From an optimization exercise on the open Yosys and OpenROAD flow, aimed at a short achievable clock period and few clock cycles per item; shortcuts taken in it are not production practice. In this exercise RTL edits were held to simulation tests only and were not proved equivalent to the original. Power and IR drop assume default switching activity.

===== flow/config.mk =====
export PLATFORM = sky130hd
export DESIGN_NAME = mipsCore
export DESIGN_NICKNAME = mipsCore
export VERILOG_FILES = /design/flow/design.v
export SDC_FILE = /design/flow/constraint.sdc
export NUM_CORES = 4
export LEC_CHECK = 0
export CAP_MARGIN = 20
export CORE_MARGIN = 2
export CORE_UTILIZATION = 25
export PLACE_DENSITY = 0.4
export SLEW_MARGIN = 20

===== flow/constraint.sdc =====
create_clock -name core_clock -period 12.0 [get_ports {clk}]
set_input_delay 2.4000 -clock core_clock [delete_from_list [all_inputs] [get_ports {clk}]]
set_output_delay 2.4000 -clock core_clock [all_outputs]
set_load 0.01 [all_outputs]

===== flow/design.v =====
`timescale 1ns/1ns
module mipsCore (
    input  logic        clk,
    input  logic        rst_n,
    input  logic [31:0] instr,
    input  logic [31:0] readData,
    output logic [31:0] instrAddr,
    output logic        cen,
    output logic        wen,
    output logic        oen,
    output logic [6:0]  dmemAddr,
    output logic [31:0] writeData
);
    logic [31:0] pcF;
    logic [31:0] ras;
    logic        vD;
    logic [31:0] irD;
    logic [31:0] pcD;
    logic [31:0] rasD;
    logic        vE;
    logic [2:0]  opE;        
    logic        immSelE;
    logic [31:0] aE;
    logic [31:0] bE;
    logic [31:0] immE;
    logic [4:0]  shE;
    logic        fwdAE;
    logic        fwdBE;
    logic        fwdLdE;
    logic [4:0]  destE;
    logic        wrE;
    logic        ldE;
    logic        stE;
    logic        brE;
    logic        bneE;
    logic        predE;
    logic [31:0] tgtE;
    logic        jrE;
    logic [31:0] jrPredE;
    logic [31:0] pc4E;
    logic        wrM;
    logic        ldM;
    logic [4:0]  destM;
    logic [31:0] resM;
    logic        wrW;
    logic [4:0]  destW;
    logic [31:0] resW;
    logic [31:0] regs [1:31];
    logic        cenR;
    logic        wenR;
    logic        oenR;
    logic [6:0]  addrR;
    logic [31:0] wdR;
    assign instrAddr = pcF;
    assign cen       = cenR;
    assign wen       = wenR;
    assign oen       = oenR;
    assign dmemAddr  = addrR;
    assign writeData = wdR;
    logic [31:0] pc4F;
    logic        fJ;
    logic        fJal;
    logic        fJr;
    assign pc4F = pcF + 32'd4;
    assign fJ   = (instr[31:27] == 5'b00001);             
    assign fJal = (instr[31:26] == 6'h03);
    assign fJr  = (instr[31:26] == 6'h00) && (instr[5:0] == 6'h08);
    logic [5:0]  opD;
    logic [5:0]  fnD;
    logic [4:0]  rsD;
    logic [4:0]  rtD;
    logic [4:0]  rdD;
    logic [31:0] immD;
    logic        rtypeD;
    logic        aluRD;
    logic        shD;
    logic        addiD;
    logic        ldD;
    logic        stD;
    logic        brD;
    logic        bneD;
    logic        jalD;
    logic        jrD;
    logic        useRsD;
    logic        useRtD;
    logic        wrD;
    logic [4:0]  destD;
    logic [2:0]  aluOpD;
    logic        predD;
    logic [31:0] pc4D;
    logic [31:0] tgtD;
    assign opD  = irD[31:26];
    assign fnD  = irD[5:0];
    assign rsD  = irD[25:21];
    assign rtD  = irD[20:16];
    assign rdD  = irD[15:11];
    assign immD = {{16{irD[15]}}, irD[15:0]};
    assign rtypeD = (opD == 6'h00);
    assign aluRD  = rtypeD && (fnD == 6'h20 || fnD == 6'h22 || fnD == 6'h24 ||
                               fnD == 6'h25 || fnD == 6'h2a);
    assign shD    = rtypeD && (fnD == 6'h00 || fnD == 6'h02);
    assign jrD    = rtypeD && (fnD == 6'h08);
    assign addiD  = (opD == 6'h08);
    assign ldD    = (opD == 6'h23);
    assign stD    = (opD == 6'h2b);
    assign brD    = (opD == 6'h04) || (opD == 6'h05);
    assign bneD   = (opD == 6'h05);
    assign jalD   = (opD == 6'h03);
    assign useRsD = aluRD || jrD || addiD || ldD || stD || brD;
    assign useRtD = aluRD || shD || stD || brD;
    always_comb begin
        destD = 5'd0;
        if (aluRD || shD) destD = rdD;
        else if (addiD || ldD) destD = rtD;
        else if (jalD) destD = 5'd31;
    end
    assign wrD = vD && (destD != 5'd0);
    always_comb begin
        aluOpD = 3'd0;
        if (rtypeD) begin
            case (fnD)
                6'h22: aluOpD = 3'd1;
                6'h24: aluOpD = 3'd2;
                6'h25: aluOpD = 3'd3;
                6'h2a: aluOpD = 3'd4;
                6'h00: aluOpD = 3'd5;
                6'h02: aluOpD = 3'd6;
                default: aluOpD = 3'd0;
            endcase
        end else if (jalD) begin
            aluOpD = 3'd7;
        end
    end
    assign predD = bneD ? (rsD != rtD) : (rsD == rtD);
    assign pc4D  = pcD + 32'd4;
    assign tgtD  = pc4D + {immD[29:0], 2'b00};
    logic        hitEs;
    logic        hitEt;
    logic [31:0] rsVal;
    logic [31:0] rtVal;
    logic [31:0] mVal;
    assign mVal = ldM ? readData : resM;
    always_comb begin
        if (rsD == 5'd0) rsVal = 32'd0;
        else if (wrM && destM == rsD) rsVal = mVal;
        else if (wrW && destW == rsD) rsVal = resW;
        else rsVal = regs[rsD];
        if (rtD == 5'd0) rtVal = 32'd0;
        else if (wrM && destM == rtD) rtVal = mVal;
        else if (wrW && destW == rtD) rtVal = resW;
        else rtVal = regs[rtD];
    end
    assign hitEs = wrE && (destE == rsD) && useRsD;
    assign hitEt = wrE && (destE == rtD) && useRtD;
    logic stallD;
    assign stallD = vD && ldE && (hitEs || (hitEt && !stD));
    logic [31:0] aFwd;
    logic [31:0] bFwd;
    logic [31:0] bAlu;
    logic [31:0] resE;
    logic        eqE;
    logic        takenE;
    logic        redirE;
    logic [31:0] redirPcE;
    logic [8:0]  eaE;
    assign aFwd = fwdAE ? resM : aE;
    assign bFwd = fwdBE ? resM : bE;
    assign bAlu = immSelE ? immE : bFwd;
    always_comb begin
        case (opE)
            3'd0: resE = aFwd + bAlu;
            3'd1: resE = aFwd - bAlu;
            3'd2: resE = aFwd & bAlu;
            3'd3: resE = aFwd | bAlu;
            3'd4: resE = {31'd0, $signed(aFwd) < $signed(bAlu)};
            3'd5: resE = bFwd << shE;
            3'd6: resE = bFwd >> shE;
            default: resE = pc4E;
        endcase
    end
    assign eaE    = aFwd[8:0] + immE[8:0];
    assign eqE    = (aFwd == bFwd);
    assign takenE = bneE ? !eqE : eqE;
    always_comb begin
        redirE   = 1'b0;
        redirPcE = aFwd;
        if (vE && brE && (takenE != predE)) begin
            redirE   = 1'b1;
            redirPcE = takenE ? tgtE : pc4E;
        end else if (vE && jrE && (aFwd != jrPredE)) begin
            redirE   = 1'b1;
            redirPcE = aFwd;
        end
    end
    logic        redirD;
    logic [31:0] npcF;
    assign redirD = vD && brD && predD && !stallD;
    always_comb begin
        if (redirE) npcF = redirPcE;
        else if (stallD) npcF = pcF;
        else if (redirD) npcF = tgtD;
        else if (fJ) npcF = {pc4F[31:28], instr[25:0], 2'b00};
        else if (fJr) npcF = ras;
        else npcF = pc4F;
    end
    logic acceptF;
    assign acceptF = !redirE && !stallD && !redirD;
    always_ff @(posedge clk or negedge rst_n) begin
        if (!rst_n) begin
            pcF     <= 32'd0;
            ras     <= 32'd0;
            vD      <= 1'b0;
            irD     <= 32'd0;
            pcD     <= 32'd0;
            rasD    <= 32'd0;
            vE      <= 1'b0;
            opE     <= 3'd0;
            immSelE <= 1'b0;
            aE      <= 32'd0;
            bE      <= 32'd0;
            immE    <= 32'd0;
            shE     <= 5'd0;
            fwdAE   <= 1'b0;
            fwdBE   <= 1'b0;
            fwdLdE  <= 1'b0;
            destE   <= 5'd0;
            wrE     <= 1'b0;
            ldE     <= 1'b0;
            stE     <= 1'b0;
            brE     <= 1'b0;
            bneE    <= 1'b0;
            predE   <= 1'b0;
            tgtE    <= 32'd0;
            jrE     <= 1'b0;
            jrPredE <= 32'd0;
            pc4E    <= 32'd0;
            wrM     <= 1'b0;
            ldM     <= 1'b0;
            destM   <= 5'd0;
            resM    <= 32'd0;
            wrW     <= 1'b0;
            destW   <= 5'd0;
            resW    <= 32'd0;
            cenR    <= 1'b1;
            wenR    <= 1'b1;
            oenR    <= 1'b1;
            addrR   <= 7'd0;
            wdR     <= 32'd0;
        end else begin
            pcF <= npcF;
            if (acceptF && fJal) ras <= pc4F;
            if (redirE || redirD) begin
                vD <= 1'b0;
            end else if (!stallD) begin
                vD   <= 1'b1;
                irD  <= instr;
                pcD  <= pcF;
                rasD <= ras;
            end
            vE      <= vD && !stallD && !redirE;
            opE     <= aluOpD;
            immSelE <= !rtypeD;
            aE      <= rsVal;
            bE      <= rtVal;
            immE    <= immD;
            shE     <= irD[10:6];
            fwdAE   <= hitEs;
            fwdBE   <= hitEt && !ldE;
            fwdLdE  <= hitEt && ldE;
            destE   <= destD;
            wrE     <= wrD && !stallD && !redirE;
            ldE     <= vD && ldD && !stallD && !redirE;
            stE     <= stD;
            brE     <= brD;
            bneE    <= bneD;
            predE   <= predD;
            tgtE    <= tgtD;
            jrE     <= jrD;
            jrPredE <= rasD;
            pc4E    <= pc4D;
            wrM   <= vE && wrE;
            ldM   <= vE && ldE;
            destM <= destE;
            resM  <= resE;
            cenR  <= !(vE && (ldE || stE));
            wenR  <= !(vE && stE);
            oenR  <= !(vE && ldE);
            addrR <= eaE[8:2];
            wdR   <= fwdLdE ? readData : bFwd;
            wrW   <= wrM;
            destW <= destM;
            resW  <= mVal;
        end
    end
    always_ff @(posedge clk or negedge rst_n) begin
        if (!rst_n) begin
            for (int i = 1; i < 32; i++) regs[i] <= 32'd0;
        end else if (wrW) begin
            regs[destW] <= resW;
        end
    end
endmodule

===== flow/run.sh =====
#!/bin/bash
# synth_recipe.tcl (not shown) runs the flow's synth.tcl, then flattens the netlist and writes it again
# the make line also repeats each setting of config.mk as NAME=value (left out here)
make -C /OpenROAD-flow-scripts/flow DESIGN_CONFIG=/design/flow/config.mk WORK_HOME=/design/flow/orfs CLKGATE_MAP_FILE= SYNTH_SCRIPT=/design/flow/synth_recipe.tcl finish

==> metrics.md <==
| Metric | Value |
|---|---|
| Syn Std Cell Area | `79730 sq um` |
| Setup violations, final | `0` |
| Critical R2R Launch | `fwdBE$_DFF_PN0_` |
| Warnings, synthesis | `2` |
| XOR/XNOR Fraction of Synth Area | `2.874%` |
| Period utilization | `50.24%` |
| Initial Util | `approximately 25%` |
| IO Pins | `140` |
| Post-synthesis mux area share | `20.34%` |
| Dpl hpwl | `279000 um` |
| Final Hold Viols | `0` |
| Worst path slowest cell | `nor4_1` |
| Antenna violation net count after detailed routing | `0` |
| Syn_nets | `about 7400` |
| Clock Path Buffers | `4` |
| Die Width | `568.7 um` |
| Drt wl/cell | `38.70 um` |
| Htree depth | `4` |
| Post-synthesis register bit count | `1466` |
| Net count, final | `7386` |
| Initial antenna violation count | `29` |
| Crit path buf inv count | `3` |
| Most Frequent Cell on Critical Path | `buf_4` |
| Setup_tns | `0 ns` |
| Number of port buffers | `about 140` |
| Worst setup path end | `rasD[13]$_DFFE_PN0P_` |
| Worst Hold Class | `register to register` |
| Synth Area in Simple Gates | `7.823%` |
| Reg2reg end | `rasD[13]$_DFFE_PN0P_` |
| Power density over the cells | `155.9 nW/um^2` |
| Async S/R FF share, synth | `100.0%` |
| Synth Area in Adders | `around 2.2%` |
| Max FO, Critical Path | `56` |
| Worst path cell trace | `buf_4, mux2_2, xor2_1, nor4_1, o211a_1, a21oi_1, o211ai_2, buf_4, mux2i_2, nand2_1, nor2_4, buf_4, mux2_2` |
| Critical path's largest stage delay | `0.77 ns` |
| Core Util, Final | `29.29%` |
| Yosys top cell area share | `45.92%` |
| Reg clk slew, reported paths | `0.06 ns` |
| Peak Freq | `roughly 170 MHz` |
| Clock buffer count from CTS | `between 150 and 200` |
| Crit path capture type | `register` |
| Number of distinct library cells after synthesis | `80` |
| Max Clock Skew | `slightly below 0.1 ns` |
| Delay-heaviest family, CP | `buffers and inverters` |
| Clock root buffer | `clkbuf_16` |
| Gate Count Post-Synth | `7225` |
| CP Class | `register to register` |
| Slew @ Worst Pin | `approximately 1.3 ns` |
| CTS tree | `built` |
| Top cells by area, synth | `dfrtp_1, mux2_2, a22oi_1, mux2i_1, clkbuf_1` |
| Final worst slack | `approximately 6 ns` |
| Number of global-route vias before repair | `about 70000` |
| RSZ-0062 raised after global routing | `no` |
| Placement Setup Slack | `a little over 6 ns` |
| Worst Setup SP | `fwdBE$_DFF_PN0_` |
| Synth Area in Compound Gates | `16.89%` |
| Postcts setup bufs | `0` |
| Status | `complete, no violations` |
| Via count | `69672` |
| PnR Total Power | `~15 mW` |
| Fin crit period | `6.028 ns` |
| Total GRT Usage | `26.65%` |
| GRT overflow | `0` |
| Cts repair resizes | `0` |
| Prevailing post-synth register cell | `dfrtp_1` |
| Slew Limit Fails | `0` |
| Fraction of layout cells with a size suffix above 1 | `26.40%` |
| Register-to-Register Path Depth | `13` |
| Die area | `about 320000 sq um` |
| Slack of the worst reg-to-reg path | `5.97 ns` |
| Detailed Routing Iterations Pass 1 | `10` |
| CORE AREA | `317500 sq um` |
| Cts hold-fix bufs | `0` |
| RD Place Congestion | `0.9733` |
| Critical path depth | `13` |
| Main combinational cell family by area after synthesis | `multiplexers` |
| Leak | `between 40 and 50 nW` |
| Max-cap viol count | `0` |
| Cell Rows | `207` |
| Layout area overhead | `16.68%` |
| Register area share after synthesis | `46.02%` |
| Average size of a mapped cell | `11.03 sq um` |
| WL final | `445500 um` |
| Relative slew slack | `between 10% and 20%` |
| Vias/cell | `6.053` |
| Worst VDD drop | `0.1118 mV` |
| CP Data Required Time | `12.68 ns` |
| Clock Latency Late Sink | `about 0.9 ns` |
| CP startpoint kind | `register` |
| Initial DRC count | `between 10000 and 15000` |
| CTS Sinks | `1466` |
| Post-synth EDFFs | `0` |
| Post-synth top area cell | `dfrtp_1` |
| DR DRC count | `0` |
| First-pass GRT wire length | `roughly 600000 um` |
| Die height | `568.7 um` |
| Crit path DAT | `6.71 ns` |
| Largest net degree at the start of global routing | `171` |
[Yosys cell counts, types with 27 or more instances]
cell type and number:
dfrtp_1 1463, mux2_2 1177, a22oi_1 708, clkbuf_1 454, nor2_1 386, a21oi_1 298
nand2_1 236, mux2i_1 191, xnor2_1 178, inv_1 171, nand4_1 169, a211oi_1 154
o21ai_0 146, ha_1 136, nor3_1 134, nand3_1 125, buf_1 117, a221oi_1 108
a22o_1 88, xor2_1 81, a222oi_1 64, nor4_1 53, a21o_1 47, mux4_2 40
and3_1 30, o211ai_1 30, o22ai_1 27, or3_1 27
[cell type report]
class | count | area [sq um]
flip-flops and latches | 1466 | 36720
clock inverters | 75 | 949.7
well taps | 4180 | 5230
clock buffers | 253 | 5296
inverters | 179 | 671.9
multi-input cells | 4969 | 40780
fillers | 32600 | 224500
diodes | 8 | 20.02
repair buffers | 381 | 3359
[power breakdown]
part	leakage (nW)	switching [mW]	internal (mW)	total, mW
Sequential	19.6	0.813	5.41	6.23
Clock	3.05	2.41	3.47	5.88
Combinational	18.5	1.46	0.929	2.39
Total	41.1	4.69	9.81	14.5
[kinds of logic after synthesis]
group | count (synthesis)
flops | 1466
mux | 1420
buf+inv | 790
fa+ha+maj | 139
compound gates | 1873
simple gates | 1277
xor+xnor | 260
[state kept, by name (all words and copies together), names as in the netlist, 30 cells and up]
name     count
aE          32
bE          32
irD         32
jrPredE     32
pc4E        32
pcD         32
pcF         32
ras         32
rasD        32
regs       992
resM        32
resW        32
tgtE        30
wdR         32
[metrics by stage]
stage	cell area, sq um	cells	hold WS (ns)
after floorplan	79730	7225	0.3501
after global placement	86640	11170	0.3605
after CTS	92940	11500	0.3674
final	93020	11511	0.3713
after global routing	93010	11505	0.3647
after detailed placement	86700	11172	0.3566
[how the worst min path moves through the flow]
| stage | start | to | slack [ns] | cells past startpoint |
|---|---|---|---|---|
| 2_1_floorplan | rasD[0]$_DFFE_PN0P_ | jrPredE[0]$_DFF_PN0_ | 0.35 | 0 |
| 3_3_place_gp | rasD[5]$_DFFE_PN0P_ | jrPredE[5]$_DFF_PN0_ | 0.36 | 0 |
| 3_5_place_dp | rasD[22]$_DFFE_PN0P_ | jrPredE[22]$_DFF_PN0_ | 0.36 | 0 |
| 4_1_cts | rasD[15]$_DFFE_PN0P_ | jrPredE[15]$_DFF_PN0_ | 0.37 | 0 |
| 5_1_grt | pcD[0]$_DFFE_PN0P_ | pc4E[0]$_DFF_PN0_ | 0.36 | 0 |
| 6_report | rasD[15]$_DFFE_PN0P_ | jrPredE[15]$_DFF_PN0_ | 0.37 | 0 |
[cells in the final DEF, fill, tap and decap left out, drive strengths merged, types with 21 or more instances in the layout]
cell	n
dfrtp	1463
mux2	1189
a22oi	708
nor2	387
a21oi	298
clkbuf	253
buf	243
nand2	236
mux2i	191
inv	180
xnor2	178
nand4	169
a211oi	154
o21ai	147
clkdlybuf4s50	138
ha	136
nor3	134
nand3	125
a221oi	108
a22o	88
xor2	81
a222oi	64
nor4	54
a21o	47
clkinv	41
mux4	40
o211ai	31
and3	30
o22ai	27
or3	27
o21a	25
o21bai	25
o32ai	23
o31ai	21
[metal layers]
metal	wire length (um)	track usage, %	vias up
met3	42900	6.729	1225
met5	215	0	-
met1	184100	35.39	36567
li1	-	-	27270
met2	192800	40.20	4598
met4	25460	12.96	12
Testbench counts, summed over its fixed seeds: cycles 114,864, instrs 94,968.

==> port drivers added, routing unchanged <==
No port has a modelled driver above. Below, the same layout with a new extraction and two added sets of constraints.
Step 1: set_driving_cell puts a clkbuf_16 on clk and a buf_2 on each other input, an assumption about the parent block.
Step 2 moves the port delays by t, midway between the first and last clock arrival at a register: inputs arrive t later, outputs are due t later. That takes back most of the time a late clock gives input paths.
a / b / c = ideal / step 1 / step 2; a / b = the first two.
t (ns): 0.951
setup WS [ns]: 5.972 / 5.972 / 5.972
clock arrival spread, ns: 0.112 / 0.112
slew at the worst register clock pin (ns): 0.08 / 0.08
pins driven straight from the clock port: 1
After both steps this run still meets setup and hold. The setup slack of this run moves by 0.000 ns with the drivers and by 0.000 ns with both steps.
